What follows belongs to an exercise in optimizing a design on an open flow for small area, a short achievable clock period and few clock cycles per item; a production flow would make more cautious choices. The RTL was checked by simulation tests, not by an equivalence proof against the original design.

==> v11: inputs <==
// mul_pipe
module mul_pipe #(
  parameter int WIDTH  = 64,
  parameter int STAGES = 5,
  parameter int TAG_W  = 5
) (
  input  logic             clk,
  input  logic             resetn,
  input  logic             in_valid,
  output logic             in_ready,
  input  logic [WIDTH-1:0] a,
  input  logic [WIDTH-1:0] b,
  input  logic [1:0]       mul_type,
  input  logic [TAG_W-1:0] in_tag,
  input  logic             flush,
  output logic             out_valid,
  input  logic             out_ready,
  output logic [WIDTH-1:0] out_res,
  output logic [TAG_W-1:0] out_tag,
  output logic             busy
);
export LEC_CHECK = 0
export CAP_MARGIN = 20
export CORE_MARGIN = 2
export CORE_UTILIZATION = 40
export SLEW_MARGIN = 20
export SYNTH_HIERARCHICAL = 1
export SYNTH_MINIMUM_KEEP_SIZE = 0
export TNS_END_PERCENT = 10
create_clock -name core_clock -period 16.0 [get_ports {clk}]
standard.sh (not shown) runs the stock make flow with config.mk's settings and CLKGATE_MAP_FILE= SYNTH_SCRIPT=/design/flow/synth_recipe.tcl, a recipe that flattens the netlist after the stock synthesis.
==> flow/flow/run.sh <==
#!/bin/bash
# Standard layout with two changes: the port buffers are buf_4 cells (which the
# repair steps may resize), and timing repair aims at a tighter setup margin
# than the 16 ns clock needs, so it sizes and buffers the critical paths.
set -euo pipefail
bash standard.sh "BUFFER_PORTS_ARGS=-buffer_cell sky130_fd_sc_hd__buf_4" SETUP_SLACK_MARGIN=8.2 finish > make_finish.log 2>&1
==> v24 (differences from v11) <==
--- a/flow/config.mk
+++ b/flow/config.mk
@@ -7,8 +7,8 @@
 export LEC_CHECK = 0
 export CAP_MARGIN = 20
 export CORE_MARGIN = 2
-export CORE_UTILIZATION = 40
+export CORE_UTILIZATION = 45
 export SLEW_MARGIN = 20
 export SYNTH_HIERARCHICAL = 1
 export SYNTH_MINIMUM_KEEP_SIZE = 0
-export TNS_END_PERCENT = 10
+export TNS_END_PERCENT = 5
==> qor summary <==
                                                                            v11         v24
Status                                         no timing/DRC/antenna violations  no timing/DRC/antenna violations
Number of global-route vias before repair                                 95900       93000
Startpoint of the lowest-slack hold path                             hold_q[27]  hold_q[20]
Die width                                                                508 um      479 um
Multi-input combinational cell count                                       8359        8353
Final net count                                                           12000       11900
Signed area change from the synthesized netlist to the final layout       10.4%       8.61%
Fraction of final layout cells sized beyond drive strength 1              0.135       0.127
Fill cells                                                                23600       20500
Post-cts resize count                                                       509         384
Post-placement cell area                                             105000 um2  105000 um2
Final instance area                                                  112000 um2  110000 um2
Clock latency on the worst-skew pair                                    0.69 ns     0.68 ns
Row count                                                                   184         174
Number of well taps                                                        3348        2992
Clock Skews                                                           0.0576 ns   0.0325 ns
Share of the final layout cell area in sequential cells                  0.0604      0.0615
Hold Path Sink                                                       hold_q[27]  hold_q[20]
Maximum net fanout on the critical path                                      43          48
Final routed wirelength across all metal layers                          517 mm      490 mm
Testbench counts of v11, summed over its fixed seeds: cycles 4,808, items 4,800.
Testbench counts of v24, summed over its fixed seeds: cycles 4,808, items 4,800.

* * *

==> inputs of exp/amber <==
mul_pipe again, from the RTL that the note above started with.
export LEC_CHECK = 0
export CAP_MARGIN = 20
export CORE_MARGIN = 2
export CORE_UTILIZATION = 52
export SLEW_MARGIN = 20
export SYNTH_HIERARCHICAL = 1
export SYNTH_MINIMUM_KEEP_SIZE = 0
export TNS_END_PERCENT = 0
create_clock -name core_clock -period 16.0 [get_ports {clk}]
Scripts as last shown in full above: flow/flow/run.sh
==> inputs of exp/pepper, as changes to exp/amber <==
==> flow/flow/run.sh (replaced) <==
#!/bin/bash
# Standard layout with two changes: the port buffers are buf_4 cells (which the
# repair steps may resize), and timing repair aims at a tighter setup margin
# than the 16 ns clock needs, so it sizes and buffers the critical paths.
set -euo pipefail
bash standard.sh "BUFFER_PORTS_ARGS=-buffer_cell sky130_fd_sc_hd__buf_4" SETUP_SLACK_MARGIN=8.5 finish > make_finish.log 2>&1
--- a/flow/config.mk
+++ b/flow/config.mk
@@ -7,8 +7,8 @@
 export LEC_CHECK = 0
 export CAP_MARGIN = 20
 export CORE_MARGIN = 2
-export CORE_UTILIZATION = 52
+export CORE_UTILIZATION = 40
 export SLEW_MARGIN = 20
 export SYNTH_HIERARCHICAL = 1
 export SYNTH_MINIMUM_KEEP_SIZE = 0
-export TNS_END_PERCENT = 0
+export TNS_END_PERCENT = 20
==> summary of the runs <==
exp/amber passed the timing, design-rule and antenna checks. exp/pepper passed the timing, design-rule and antenna checks.
In exp/pepper the maximum frequency is larger than in exp/amber, by about 1.6%.
Against exp/amber, the first-iteration DRC count of exp/pepper is larger by 7.4%.
Against exp/amber, the final area of exp/pepper is higher by about 7.5%.
Of exp/pepper and exp/amber, exp/amber has the higher hold slack (gap 0.0055 ns).
Of exp/pepper and exp/amber, exp/amber has the higher count of clock-buffer cells in the layout (gap 1).
Testbench counts of exp/amber, summed over its fixed seeds: cycles 4,808, items 4,800.
Testbench counts of exp/pepper, summed over its fixed seeds: cycles 4,808, items 4,800.

-- static timing again, ports no longer ideal --
The flow's constraints put no driver on any port. The routed layouts listed below were extracted and timed again, unchanged, in two steps. Step 1 sets driving cells, clkbuf_16 on the clock port and buf_2 on the other inputs (assumed; they add their load-dependent delay and slew). Step 2 moves the port delays by t, midway between the first and last clock arrival at a register: inputs arrive t later, outputs are due t later. That takes back most of the time a late clock gives input paths. a / b / c = ideal ports / drivers / drivers and shift; a / b = the first two.
| run | shift t [ns] | setup slack, ns | worst register clock-pin slew, ns | worst data-port slew with drivers (ns) | cell pins on the clock port's net |
|---|---|---|---|---|---|
| v11 | 0.721 | 7.993 / 7.987 / 7.279 | 0.07 / 0.07 | 0.18 | 1 |
| v24 | 0.744 | 8.054 / 8.011 / 7.266 | 0.07 / 0.07 | 0.44 | 1 |
| exp/amber | 0.744 | 7.946 / 7.909 / 7.165 | 0.08 / 0.08 | 0.28 | 1 |
| exp/pepper | 0.728 | 8.070 / 8.003 / 7.354 | 0.07 / 0.07 | 0.34 | 1 |
After both steps every run listed still meets setup and hold. The setup slack of v24, which loses most, moves by -0.043 ns with the drivers and by -0.788 ns with both steps.
